This design comes from an exercise in tuning for small area, a short achievable clock period and few clock cycles on the open sky130 flow, not from production work. RTL that was checked went through simulation tests only; none was proved equivalent to the original. Power and IR drop assume default switching activity.

== v45 ==
Design exu_top, start of the top module:
module exu_top
(
    input  wire logic                 clk,
    input  wire logic                 reset,
    input  wire logic                 dec_op_vld,
    output logic                      dec_op_rdy,
    input  wire logic                 dec_unit,
    input  wire logic [dec_op_w-1:0]  dec_op,
    input  wire logic                 dec_use_imm,
    input  wire logic [reg_idx_w-1:0] dec_rd_idx,
    input  wire logic [xlen-1:0]      dec_pc,
    input  wire logic [xlen-1:0]      dec_imm,
    input  wire logic [xlen-1:0]      rs1_rdata,
    input  wire logic [xlen-1:0]      rs2_rdata,
    output logic                      gpr_wbck_vld,
    input  wire logic                 gpr_wbck_rdy,
    output logic [reg_idx_w-1:0]      gpr_wbck_idx,
    output logic [xlen-1:0]           gpr_wbck_wdata,
    output logic                      pipe_flush_req,
    input  wire logic                 pipe_flush_ack,
    output logic [xlen-1:0]           pipe_flush_pc_op1,
    output logic [xlen-1:0]           pipe_flush_pc_op2
);
Size in the first run: about 250 I/O pins.
Settings: LEC_CHECK=0, CAP_MARGIN=40, CORE_MARGIN=2, CORE_UTILIZATION=40, SETUP_SLACK_MARGIN=4.5, SLEW_MARGIN=40, TNS_END_PERCENT=10; clock period 9.0 ns.
standard.sh (not shown) runs the stock make flow with config.mk's settings and CLKGATE_MAP_FILE= SYNTH_SCRIPT=/design/flow/synth_recipe.tcl, a recipe that flattens the netlist after the stock synthesis.
==> flow/flow/run.sh <==
#!/bin/bash
# Standard ORFS layout, with the port buffers made from the smallest plain buffer.
set -euo pipefail
export BUFFER_PORTS_ARGS="-buffer_cell sky130_fd_sc_hd__buf_1"
bash standard.sh > standard_flow.log 2>&1
Inputs modified between v45 and v29:
- SETUP_SLACK_MARGIN changed from 4.5 to 3.6
- TNS_END_PERCENT removed (was 10)
==> summary.txt <==
Summary of the comparison: global placement routability congestion is lower in v29, relative to v45. Route | v29 vs v45 | wire shorter in v29. v29 — utilization 1.4 points higher, v45 as reference. Count of maximum capacitance violations: v29 vs v45 identical. Area of all placed cells without fillers on v29 is behind v45. Sequential share of cell area: lower on v29. Going from v45 to v29, multi-input combinational area share decreased by 0.74 points relative to the old numbers, largest driver fanout on the critical path went down, tightest slew margin relative to the limit rose by 5.1 points.
What v24 does differently from v29 at the input level:
- a change of SETUP_SLACK_MARGIN from 3.6 to 5.0
==> summary.txt <==
From v29 to v24 the numbers moved as follows: critical path depth increased 2, maximum frequency from static timing analysis increased 0.68 MHz, total routing usage reported by global routing increased 4.1 points, count of buffers added by post-CTS timing repair for setup increased about 180%. From v29 to v24 the numbers moved as follows: met1 track demand over resource in global routing shows an increase of 4.9 points; die outline width shows no meaningful change. Clock network power ends up lower on v29. The fraction of standard cell area that is sequential reported for v24 is smaller than that of v29 by 0.86 points.
Setup changes, v24 to v27
- SETUP_SLACK_MARGIN: 5.0 -> 4.5
Notes after the runs:
Compared with v24, v27 shows a wire length that is about 1.3% higher. Of the two candidates, v24 has the worse post-layout total power and v27 the better one. Of v27 and v24, the run reporting the higher fraction of power spent switching nets was v27. The clock tree cell share of total cell area in v27 sits 0.27 points below the value recorded for v24. v24 ended up with gpr_wbck_wdata[13] as its end of the critical path; v27 ended up with gpr_wbck_wdata[12]. v27 vs v24 — worst-case setup margin in the final layout rose 99 ps. v24 closes out successfully: all stages finished, all timing, DRC and antenna checks passed. v27: done, clean on timing, DRC and antenna. Reported for v27 and v24, number of clock buffers in the layout turned out identical to the last digit. Cmp v27 and v24 / worst hold slack / lower: v27. Compared with v24, the detailed router inserted more vias in v27.
No run of this note included a check of the RTL's function; only the layout flow was run.

build 36:
Another version of the RTL of exu_top (not shown whole).
Size in the first run: about 950 cells after synthesis, about 100 flip-flops.
export LEC_CHECK = 0
export CAP_MARGIN = 40
export CORE_MARGIN = 2
export CORE_UTILIZATION = 50
export CTS_BUF_LIST = sky130_fd_sc_hd__clkbuf_8
export SETUP_SLACK_MARGIN = 4.5
export SLEW_MARGIN = 40
export TNS_END_PERCENT = 0
create_clock -name core_clock -period 9.0 [get_ports {clk}]
Scripts as last shown in full above: flow/flow/run.sh
Testbench counts of build 36, summed over its fixed seeds: cycles 17,772.
[inputs] build 33 vs build 36
Settings: ABC_AREA now 1, previously not set; SLEW_MARGIN now 20, was 40; CTS_BUF_LIST now sky130_fd_sc_hd__clkbuf_8 sky130_fd_sc_hd__clkbuf_16, was sky130_fd_sc_hd__clkbuf_8; CAP_MARGIN now 20, was 40; CORE_UTILIZATION now 40, was 50.
--- outcome ---
Build 36 vs build 33, main combinational cell family by area after synthesis: multiplexers vs simple AND/OR/NAND/NOR gates
The final reports for build 33 and build 36 show final cell count higher in the former.
Build 33 against build 36: portion of netlist area occupied by mux cells dropped 19 points, non-clock buffer count dropped about 8%, synthesized cell count climbed 52%.
Changes in build 4 relative to build 33:
Settings: clearing ABC_AREA, which used to be 1; swapping sky130_fd_sc_hd__clkbuf_8 sky130_fd_sc_hd__clkbuf_16 for sky130_fd_sc_hd__clkbuf_8 in CTS_BUF_LIST; swapping 40 for 35 in CORE_UTILIZATION.
--- outcome ---
- When the final numbers for build 4 and build 33 were put side by side, the number of different library cells in the post-synthesis netlist turned out to be smaller in build 33.
- Build 4 vs. build 33: highest net fanout along the worst path moved up; critical path depth now smaller; sequential share of layout area shows an increase of 1.9 points.
Setup changes, build 4 to build 32
Settings: CORE_UTILIZATION: 35 -> 40.
==> summary.txt <==
Build 32 against build 4; final routed wirelength across all metal layers is down by a few percent.
Run comparison: build 32 standard cell with the maximum stage delay on the critical path a2111oi_4; build 4 standard cell with the maximum stage delay on the critical path xnor2_1
Sort build 4 and build 32 by later-pin clock latency in the skew report, descending, and build 4 comes first.
Final standard cell count with taps included and fillers excluded down 56 in build 32 wrt build 4
Side by side, worst-case headroom to the max-slew limit turned out lower in build 32 than in build 4.
Build 32 vs build 4 — average detailed-routed wire length per instance rose about 0.3%.
Compared build 32 vs build 4, and smallest setup slack after layout is down in build 32.
Diff build 4..build 32 | average size of a mapped cell | unchanged
Build 32: no failed stages, no open violations at the end
Clock group total power, build 4 and build 32: larger value in build 32
### build 32 -> build 79
Settings: CAP_MARGIN: 20 -> 40; GPL_TIMING_DRIVEN: unset -> 0; SLEW_MARGIN: 20 -> 40.
Results
- Build 32 and build 79 all finish clean.
- The lower final design area excluding fillers came out of build 32.
- Critical path capture point = pipe_flush_req: build 79; critical path capture point = gpr_wbck_wdata[0]: build 32
- Total leakage power is higher on build 79
- Any difference in clock insertion delay at the later pin of the skew report between build 79 and build 32 is small enough to ignore.
- Build 79 against build 32: clock skew moved up, global-route usage went up by 2.1 points, total met3 wirelength after detailed routing has decreased, pin count of the biggest net entering global routing fell by 21.
- Relative to build 32, the total length of routed wires of build 79 is higher by 3000 um.
- Compared with build 32, build 79 shows data required time at the worst endpoint higher by 0.18 ns.

[re-timing with driven ports]
In the flow no input, the clock included, has a driving cell. The finished layouts below were timed again as built, in two steps. Step 1 (the two cells are an assumption about what drives the block):
set clk [get_ports {clk}]
set_driving_cell -lib_cell sky130_fd_sc_hd__clkbuf_16 $clk
set_driving_cell -lib_cell sky130_fd_sc_hd__buf_2 [delete_from_list [all_inputs] $clk]
Step 2 moves the port delays by t, midway between the first and last clock arrival at a register: inputs arrive t later, outputs are due t later. That takes back most of the time a late clock gives input paths. a / b / c = no drivers / after step 1 / after step 2; a / b = the first two.
run	t (ns)	slack for setup (ns)	latest minus earliest clock arrival (ns)	worst data-port slew with drivers (ns)
v45	0.411	3.524 / 3.513 / 3.102	0.013 / 0.013	0.08
v29	0.415	3.485 / 3.457 / 3.041	0.027 / 0.027	0.13
v24	0.413	3.506 / 3.457 / 3.044	0.016 / 0.016	0.12
v27	0.415	3.605 / 3.557 / 3.141	0.015 / 0.015	0.12
build 36	0.446	3.904 / 3.859 / 3.414	0.015 / 0.015	0.13
build 33	0.422	4.351 / 4.345 / 3.923	0.023 / 0.023	0.06
build 4	0.466	3.970 / 3.960 / 3.494	0.016 / 0.016	0.11
build 32	0.432	3.899 / 3.907 / 3.475	0.012 / 0.012	0.05
build 79	0.446	3.665 / 3.678 / 3.233	0.023 / 0.023	0.05
After both steps setup and hold are still met in every run listed. For build 36, which loses most, drivers alone change the setup slack by -0.045 ns; drivers and shift together by -0.490 ns.
